This is an optimization exercise on Yosys and OpenROAD, whose aim is small area, a short achievable clock period and few clock cycles, not a production implementation. No activity file was given, so power comes from the tool's default toggle rates.

Setup of v6:
==> module mem_subsystem, before the edit <==
module mem_subsystem (
    input  logic        clk_in,
    input  logic        rst_in,
    input  logic        rdy_in,
    input  logic [31:0] fetch_addr,
    output logic        fetch_hit,
    output logic [31:0] fetch_inst,
    input  logic        ld_valid,
    input  logic [31:0] ld_addr,
    input  logic [1:0]  ld_len,
    input  logic        ld_sext,
    input  logic [3:0]  ld_tag_in,
    output logic        ld_full,
    output logic        ld_done,
    output logic [31:0] ld_data,
    output logic [3:0]  ld_tag,
    input  logic        st_valid,
    input  logic [31:0] st_addr,
    input  logic [31:0] st_data,
    input  logic [1:0]  st_len,
    output logic        st_full,
    output logic        st_done,
    input  logic        io_buffer_full,
    input  logic [7:0]  mem_din,
    output logic [7:0]  mem_dout,
    output logic [31:0] mem_a,
    output logic        mem_wr
);
    logic        fm;
    logic        lm;
    logic        sm;
    logic [15:0] ra;
    logic [2:0]  rb;
    logic        dv;       
    logic [23:0] w;
    logic [1:0]  k;        
    logic [1:0]  last;     
    logic        sext_q;
    logic        st_done_q;
    logic        io_ok;    
    logic        fetch_mode;
    logic        st_io;
    logic        ld_acc;
    logic        st_acc;
    logic        acc;
    logic        st_sel;
    logic        wide;
    logic        match;
    logic        cap;
    logic        restart;
    logic [17:0] port_a;
    logic [2:0]  rb_next;
    logic [31:0] raw;
    assign fetch_mode = fm;
    assign st_io = (st_addr[17:16] == 2'b11);
    assign ld_full = !fetch_mode;
    assign st_full = !fetch_mode || ld_valid || (st_io && !io_ok);
    assign ld_acc = fetch_mode && ld_valid;
    assign st_acc = fetch_mode && st_valid && !ld_valid && (io_ok || !st_io);
    assign acc = ld_acc || st_acc;
    assign st_sel = fetch_mode && st_valid && !ld_valid;
    assign wide = ld_valid ? (ld_len != 2'd0) : (st_len != 2'd0);
    assign match = (fetch_addr[17:2] == ra);
    assign cap = dv && match;
    assign fetch_hit = fetch_mode && cap && rb[2];
    assign fetch_inst = {mem_din, w};
    assign restart = !match || (rb[2] && !dv);
    assign port_a = ld_acc ? ld_addr[17:0] : st_sel ? st_addr[17:0] : {ra + {15'd0, rb[2]}, rb[1:0]};
    assign rb_next = {1'b0, port_a[1:0]} + 3'd1;
    assign mem_a = {14'd0, port_a};
    assign mem_wr = sm || st_acc;
    assign mem_dout = fetch_mode ? st_data[7:0] : w[7:0];
    assign st_done = st_done_q;
    assign ld_done = lm && (k == last);
    always_comb begin
        case (last)
            2'd0: raw = {{24{sext_q & mem_din[7]}}, mem_din};
            2'd1: raw = {{16{sext_q & mem_din[7]}}, mem_din, w[23:16]};
            default: raw = {mem_din, w};
        endcase
    end
    assign ld_data = raw;
    always_ff @(posedge clk_in) begin
        if (rdy_in) begin
            io_ok <= !io_buffer_full;
        end else if (rst_in) begin
            io_ok <= 1'b0;
        end
    end
    always_ff @(posedge clk_in) begin
        if (rst_in) begin
            fm <= 1'b1;
            lm <= 1'b0;
            sm <= 1'b0;
            dv <= 1'b0;
            st_done_q <= 1'b0;
            ra <= fetch_addr[17:2];
            rb <= 3'd0;
        end else if (rdy_in) begin
            st_done_q <= 1'b0;
            if (fm) begin
                    if (cap && !rb[2]) begin
                        w <= {mem_din, w[23:8]};
                    end
                    if (acc) begin
                        dv <= 1'b0;
                        k <= 2'd0;
                        if (ld_acc) begin
                            fm <= 1'b0;
                            lm <= 1'b1;
                            last <= ld_len;
                            sext_q <= ld_sext;
                            ld_tag <= ld_tag_in;
                        end else if (wide) begin
                            fm <= 1'b0;
                            sm <= 1'b1;
                            k <= 2'd1;
                            last <= st_len;
                            w <= st_data[31:8];
                        end else begin
                            st_done_q <= 1'b1;
                        end
                        if (wide) begin
                            ra <= port_a[17:2];
                            rb <= rb_next;
                        end
                    end else if (st_sel) begin
                        dv <= 1'b0;
                    end else if (restart) begin
                        ra <= fetch_addr[17:2];
                        rb <= 3'd0;
                        dv <= 1'b0;
                    end else begin
                        ra <= port_a[17:2];
                        rb <= rb_next;
                        dv <= 1'b1;
                    end
            end else if (lm) begin
                    if (k == last) begin
                        lm <= 1'b0;
                        fm <= 1'b1;
                        if (restart) begin
                            ra <= fetch_addr[17:2];
                            rb <= 3'd0;
                            dv <= 1'b0;
                        end else begin
                            ra <= port_a[17:2];
                            rb <= rb_next;
                            dv <= 1'b1;
                        end
                    end else begin
                        k <= k + 2'd1;
                        w <= {mem_din, w[23:8]};
                        if (k + 2'd1 == last) begin
                            ra <= fetch_addr[17:2];
                            rb <= 3'd0;
                        end else begin
                            ra <= port_a[17:2];
                            rb <= rb_next;
                        end
                    end
            end else begin
                    if (k == last) begin
                        sm <= 1'b0;
                        fm <= 1'b1;
                        st_done_q <= 1'b1;
                        ra <= fetch_addr[17:2];
                        rb <= 3'd0;
                        dv <= 1'b0;
                    end else begin
                        k <= k + 2'd1;
                        w <= {8'd0, w[23:8]};
                        ra <= port_a[17:2];
                        rb <= rb_next;
                    end
            end
        end
    end
endmodule
clock: 7.0 ns
lec_check: 0
cap_margin: 20
core_margin: 2
core_utilization: 40
setup_slack_margin: 3
slew_margin: 20
standard.sh (not shown) runs the stock make flow with config.mk's settings and CLKGATE_MAP_FILE= SYNTH_SCRIPT=/design/flow/synth_recipe.tcl, a recipe that flattens the netlist after the stock synthesis.
==> flow/flow/run.sh <==
#!/bin/bash
# Standard layout, with the port buffers made from the smallest buffer cell.
export BUFFER_PORTS_ARGS="-buffer_cell sky130_fd_sc_hd__buf_1"
bash standard.sh > standard.log 2>&1
## Diff of input files: v7 against v6
diff --git a/flow/design.v b/flow/design.v
--- a/flow/design.v
+++ b/flow/design.v
@@ -67,10 +67,11 @@
     logic [1:0]  k;        
     logic [1:0]  last;     
     logic        sext_q;
     logic        st_done_q;
     logic        io_ok;    
+    logic        hr;       
     logic        fetch_mode;
     logic        st_io;
     logic        ld_acc;
     logic        st_acc;
     logic        acc;
@@ -91,11 +92,11 @@
     assign acc = ld_acc || st_acc;
     assign st_sel = fetch_mode && st_valid && !ld_valid;
     assign wide = ld_valid ? (ld_len != 2'd0) : (st_len != 2'd0);
     assign match = (fetch_addr[17:2] == ra);
     assign cap = dv && match;
-    assign fetch_hit = fetch_mode && cap && rb[2];
+    assign fetch_hit = hr && match;
     assign fetch_inst = {mem_din, w};
     assign restart = !match || (rb[2] && !dv);
     assign port_a = ld_acc ? ld_addr[17:0] : st_sel ? st_addr[17:0] : {ra + {15'd0, rb[2]}, rb[1:0]};
     assign rb_next = {1'b0, port_a[1:0]} + 3'd1;
     assign mem_a = {14'd0, port_a};
@@ -122,15 +123,17 @@
         if (rst_in) begin
             fm <= 1'b1;
             lm <= 1'b0;
             sm <= 1'b0;
             dv <= 1'b0;
+            hr <= 1'b0;
             st_done_q <= 1'b0;
             ra <= fetch_addr[17:2];
             rb <= 3'd0;
         end else if (rdy_in) begin
             st_done_q <= 1'b0;
+            hr <= 1'b0;
             if (fm) begin
                     if (cap && !rb[2]) begin
                         w <= {mem_din, w[23:8]};
                     end
                     if (acc) begin
@@ -163,10 +166,11 @@
                         dv <= 1'b0;
                     end else begin
                         ra <= port_a[17:2];
                         rb <= rb_next;
                         dv <= 1'b1;
+                        hr <= (port_a[1:0] == 2'd3);
                     end
             end else if (lm) begin
                     if (k == last) begin
                         lm <= 1'b0;
                         fm <= 1'b1;
@@ -176,10 +180,11 @@
                             dv <= 1'b0;
                         end else begin
                             ra <= port_a[17:2];
                             rb <= rb_next;
                             dv <= 1'b1;
+                            hr <= (port_a[1:0] == 2'd3);
                         end
                     end else begin
                         k <= k + 2'd1;
                         w <= {mem_din, w[23:8]};
                         if (k + 2'd1 == last) begin
## What came out
v7 does worse than v6 on hold slack. Higher final sequential cell count among v7 and v6: v7. v6 → v7: post-layout utilization of the core rose 0.51 points; global-route usage now sits higher; combinational share of power shrank by 2.6 points. Cmp v7 and v6 / sum of buffers and inverters on the critical path / lower: v7. Between v7 and v6, the synthesized area divided by synthesized cell count is lower for v7. Relative to v6, fraction of final layout cells sized beyond drive strength 1 has decreased by 2.2 points in v7. Compared with v6, v7 shows a area taken by flip-flops and latches that is 1.2% higher. Status: highest attainable clock frequency parity (v6, v7).
Function was not checked in any run of this note: the RTL went through the layout flow alone.

[re-timing with driven ports]
The flow's constraints put no driver on any port. The routed layouts listed below were extracted and timed again, unchanged, in two steps. Step 1, drivers: a clkbuf_16 drives clk_in and a buf_2 each remaining input, both assumed. Step 2 times the ports against the registers' clock, not the clock port: input delays grow and output delays shrink by t, the midpoint of the rising clock arrivals with the driver on. Three values: ideal, step 1, step 2; two values: the first two.
run | shift t [ns] | setup WS [ns] | clock arrival spread, ns | pins driven straight from the clock port
v6 | 0.364 | 3.055 / 3.031 / 3.031 | 0.009 / 0.009 | 1
v7 | 0.372 | 3.067 / 3.045 / 3.045 | 0.008 / 0.007 | 1
After both steps setup and hold are still met in every run listed. The setup slack of v6, which loses most, moves by -0.024 ns with the drivers and by -0.024 ns with both steps.
